Context: an optimization exercise on an open-source flow, tuned for small area, a short achievable clock period and few clock cycles per item. The choices shown serve that exercise and are no tape-out recipe. Function was checked by simulation only, so behaviour that the tests miss may differ from the original. Power figures rest on the tool's default switching activity, not on a simulated workload.

==> flow/design.v (excerpt) <==
module per_cpu_preemption_tracker #(
	parameter int N_CPUS     = ppt_pkg::N_CPUS_DEF,
	parameter int DEPTH_BITS = ppt_pkg::DEPTH_BITS_DEF
) (
	input  logic                      clk,
	input  logic                      arst_n,
	input  logic                      cfg_wr_en,
	input  logic [ppt_pkg::CFG_W-1:0] cfg_wr_data,
	input  logic                      in_valid,
	output logic                      in_ready,
	input  logic [ppt_pkg::ACT_W-1:0] in_action,
	input  logic [ppt_pkg::CPU_W-1:0] in_cpu,
	input  logic [ppt_pkg::TICK_W-1:0] in_sleep_ticks,
	input  logic [ppt_pkg::TICK_W-1:0] in_wake_time,
	input  logic                      in_schedule_ok,
	output logic                      out_valid,
	input  logic                      out_ready,
	output logic [ppt_pkg::STAT_W-1:0] out_status,
	output logic                      out_sched_req,
	output logic                      out_preemptible,
	output logic [ppt_pkg::TICK_W-1:0] out_tick_count,
	output logic [ppt_pkg::TICK_W-1:0] out_switch_count
);
	ppt_pkg::ppt_out_t results_data;
	ppt_pkg::ppt_cmd_t cmd;
	assign out_status       = results_data.status;
	assign out_sched_req    = results_data.schedule_request;
	assign out_preemptible  = results_data.is_preemptible;
	assign out_tick_count   = results_data.tick_count;
	assign out_switch_count = results_data.switch_count;
	ppt_ctrl u_ctrl (
  ...
For scale: ~11000 cells after synthesis, roughly 3700 flip-flops, roughly 280 I/O pins.
export LEC_CHECK = 0
export CAP_MARGIN = 20
export CORE_MARGIN = 2
export CORE_UTILIZATION = 55
export SETUP_SLACK_MARGIN = 4.5
export SLEW_MARGIN = 20
export SYNTH_HIERARCHICAL = 1
create_clock -name core_clock -period 8.0 [get_ports {clk}]
run.sh (not shown) runs the stock make flow with config.mk's settings and CLKGATE_MAP_FILE= SYNTH_SCRIPT=/design/flow/synth_recipe.tcl, a recipe that flattens the netlist after the stock synthesis.
The first run ran to the end with no violations.
Testbench counts at the start, summed over its fixed seeds: cycles 24,043, items 24,027.
Next try:
- CTS_CLUSTER_DIAMETER: not set -> 100
- CTS_CLUSTER_SIZE: not set -> 24
The new run ran to the end with no violations; count of clock-buffer cells in the layout drops by 189; register-to-register slack gets better by 0.08 ns; total power went down by 15%; routed wire length shrinks by 0.78%; sequential power is about the same.

* * *

Another version of the RTL of per_cpu_preemption_tracker (not shown whole).
For scale: about 3,700 flip-flops, ~280 I/O pins, about 0.15 sq mm of cells after synthesis.
clock: 8.0 ns
lec_check: 0
cap_margin: 20
core_margin: 2
core_utilization: 60
cts_cluster_diameter: 100
cts_cluster_size: 24
setup_slack_margin: 4.5
slew_margin: 20
synth_hierarchical: 1
The baseline finished with timing, DRC and antenna clean.
Testbench counts at the start, summed over its fixed seeds: cycles 24,043, items 24,027.
Rerun with:
- CORE_UTILIZATION: 60 -> 55
- CTS_CLUSTER_DIAMETER: 100 -> 90
- CTS_CLUSTER_SIZE: 24 -> 28
What happened:
- The changed run produced a clean layout
- sequential share of layout area is lower by 0.27 points
- area after synthesis does not change
- sequential cell count does not change
- total power came out lower by 0.47%
Rerun with:
- CTS_CLUSTER_DIAMETER: 90 -> 100
- CTS_CLUSTER_SIZE: 28 -> 24
- TNS_END_PERCENT: unset -> 5
Outcome:
- area after synthesis does not change
- cell area came out lower by 1.6%
- non-clock buffer count is lower by 199
- die area stays the same
- synthesized cell count does not change
- maximum frequency went down by 4.6%
- via count came out lower by 0.82%

* * *

Setup of job 4186:
Starting RTL as in the previous note.
make LEC_CHECK=0 CAP_MARGIN=20 CORE_MARGIN=2 CORE_UTILIZATION=55 CTS_CLUSTER_DIAMETER=80 CTS_CLUSTER_SIZE=32 SETUP_SLACK_MARGIN=4.5 SLEW_MARGIN=20 SYNTH_HIERARCHICAL=1 finish   # period 8.0 ns
Testbench counts of job 4186, summed over its fixed seeds: cycles 24,043, items 24,027.
Edits applied to the flow inputs when going from job 4186 to job 1327:
# job 4186
export LEC_CHECK = 0
export CAP_MARGIN = 20
export CORE_MARGIN = 2
export CORE_UTILIZATION = 55
export CTS_CLUSTER_DIAMETER = 80
export CTS_CLUSTER_SIZE = 32
export SETUP_SLACK_MARGIN = 4.5
export SLEW_MARGIN = 20
export SYNTH_HIERARCHICAL = 1
create_clock -name core_clock -period 8.0 [get_ports {clk}]
# job 1327
export LEC_CHECK = 0
export CAP_MARGIN = 20
export CORE_MARGIN = 2
export CORE_UTILIZATION = 60
export CTS_CLUSTER_DIAMETER = 90
export CTS_CLUSTER_SIZE = 28
export SETUP_SLACK_MARGIN = 4.5
export SLEW_MARGIN = 20
export SYNTH_HIERARCHICAL = 1
create_clock -name core_clock -period 8.0 [get_ports {clk}]
==> comparison <==
- Iteration-0 DRC count of the detailed router ended up 2,816 higher on job 1327 than on job 4186.
- Delta (job 1327 minus job 4186): number of fill cells in the layout saw a decrease, worst setup slack shows an increase of 22 ps, number of non-clock buffers in the layout picked up an extra about 2.5%, growth of design area from synthesis to finish was more or less identical.
- Relative to job 4186, wire length reported by the detailed router increased by about 1.6% in job 1327.
Setup changes, job 1327 to job 9842
# job 1327
export LEC_CHECK = 0
export CAP_MARGIN = 20
export CORE_MARGIN = 2
export CORE_UTILIZATION = 60
export CTS_CLUSTER_DIAMETER = 90
export CTS_CLUSTER_SIZE = 28
export SETUP_SLACK_MARGIN = 4.5
export SLEW_MARGIN = 20
export SYNTH_HIERARCHICAL = 1
create_clock -name core_clock -period 8.0 [get_ports {clk}]
# job 9842
export LEC_CHECK = 0
export CAP_MARGIN = 20
export CORE_MARGIN = 2
export CORE_UTILIZATION = 55
export CTS_CLUSTER_DIAMETER = 100
export CTS_CLUSTER_SIZE = 24
export SETUP_SLACK_MARGIN = 4.5
export SLEW_MARGIN = 20
export SYNTH_HIERARCHICAL = 1
create_clock -name core_clock -period 8.0 [get_ports {clk}]
Between job 1327 and job 9842, the flow reports top achievable clock speed increasing slightly.
From job 1327 to job 9842 the numbers moved as follows: multi-input gate count closely matched the old numbers, maximum root-to-sink buffer count increased by 1 relative to the old numbers, synthesized area closely matched the old numbers, combinational share of power decreased by 0.6 points relative to the old numbers, arrival time of the worst setup path increased by 50 ps relative to the old numbers.
met3 usage for job 9842: 2.2 points down relative to job 1327

-- static timing again, ports no longer ideal --
Ports are ideal in the flow. The routed layouts listed here were re-timed in OpenROAD.
Step 1 sets driving cells, clkbuf_16 on the clock port and buf_2 on the other inputs (assumed; they add their load-dependent delay and slew).
Step 2 also shifts input and output timing later by t, the mid clock arrival at the registers, as if the neighbouring blocks saw the same clock.
a / b / c = ideal / step 1 / step 2; a / b = the first two.
run | t (ns) | slack for setup (ns) | latest minus earliest clock arrival (ns) | slew at the worst register clock pin (ns)
the first run of note 1 | 1.039 | 4.389 / 4.389 / 3.430 | 0.057 / 0.056 | 0.07 / 0.07
the second run of note 1 | 1.003 | 4.451 / 4.412 / 3.505 | 0.052 / 0.052 | 0.10 / 0.10
the first run of note 2 | 0.990 | 4.358 / 4.365 / 3.447 | 0.079 / 0.079 | 0.11 / 0.11
the second run of note 2 | 1.012 | 4.428 / 4.428 / 3.522 | 0.105 / 0.105 | 0.11 / 0.11
the third run of note 2 | 1.028 | 4.256 / 4.141 / 3.394 | 0.065 / 0.065 | 0.11 / 0.11
job 4186 | 1.010 | 4.311 / 4.311 / 3.522 | 0.094 / 0.094 | 0.12 / 0.12
job 1327 | 0.963 | 4.333 / 4.319 / 3.551 | 0.060 / 0.059 | 0.11 / 0.11
job 9842 | 1.005 | 4.378 / 4.428 / 3.446 | 0.056 / 0.056 | 0.10 / 0.10
After both steps setup and hold are still met in every run listed. For the first run of note 1, which loses most, drivers alone change the setup slack by 0.000 ns; drivers and shift together by -0.959 ns.
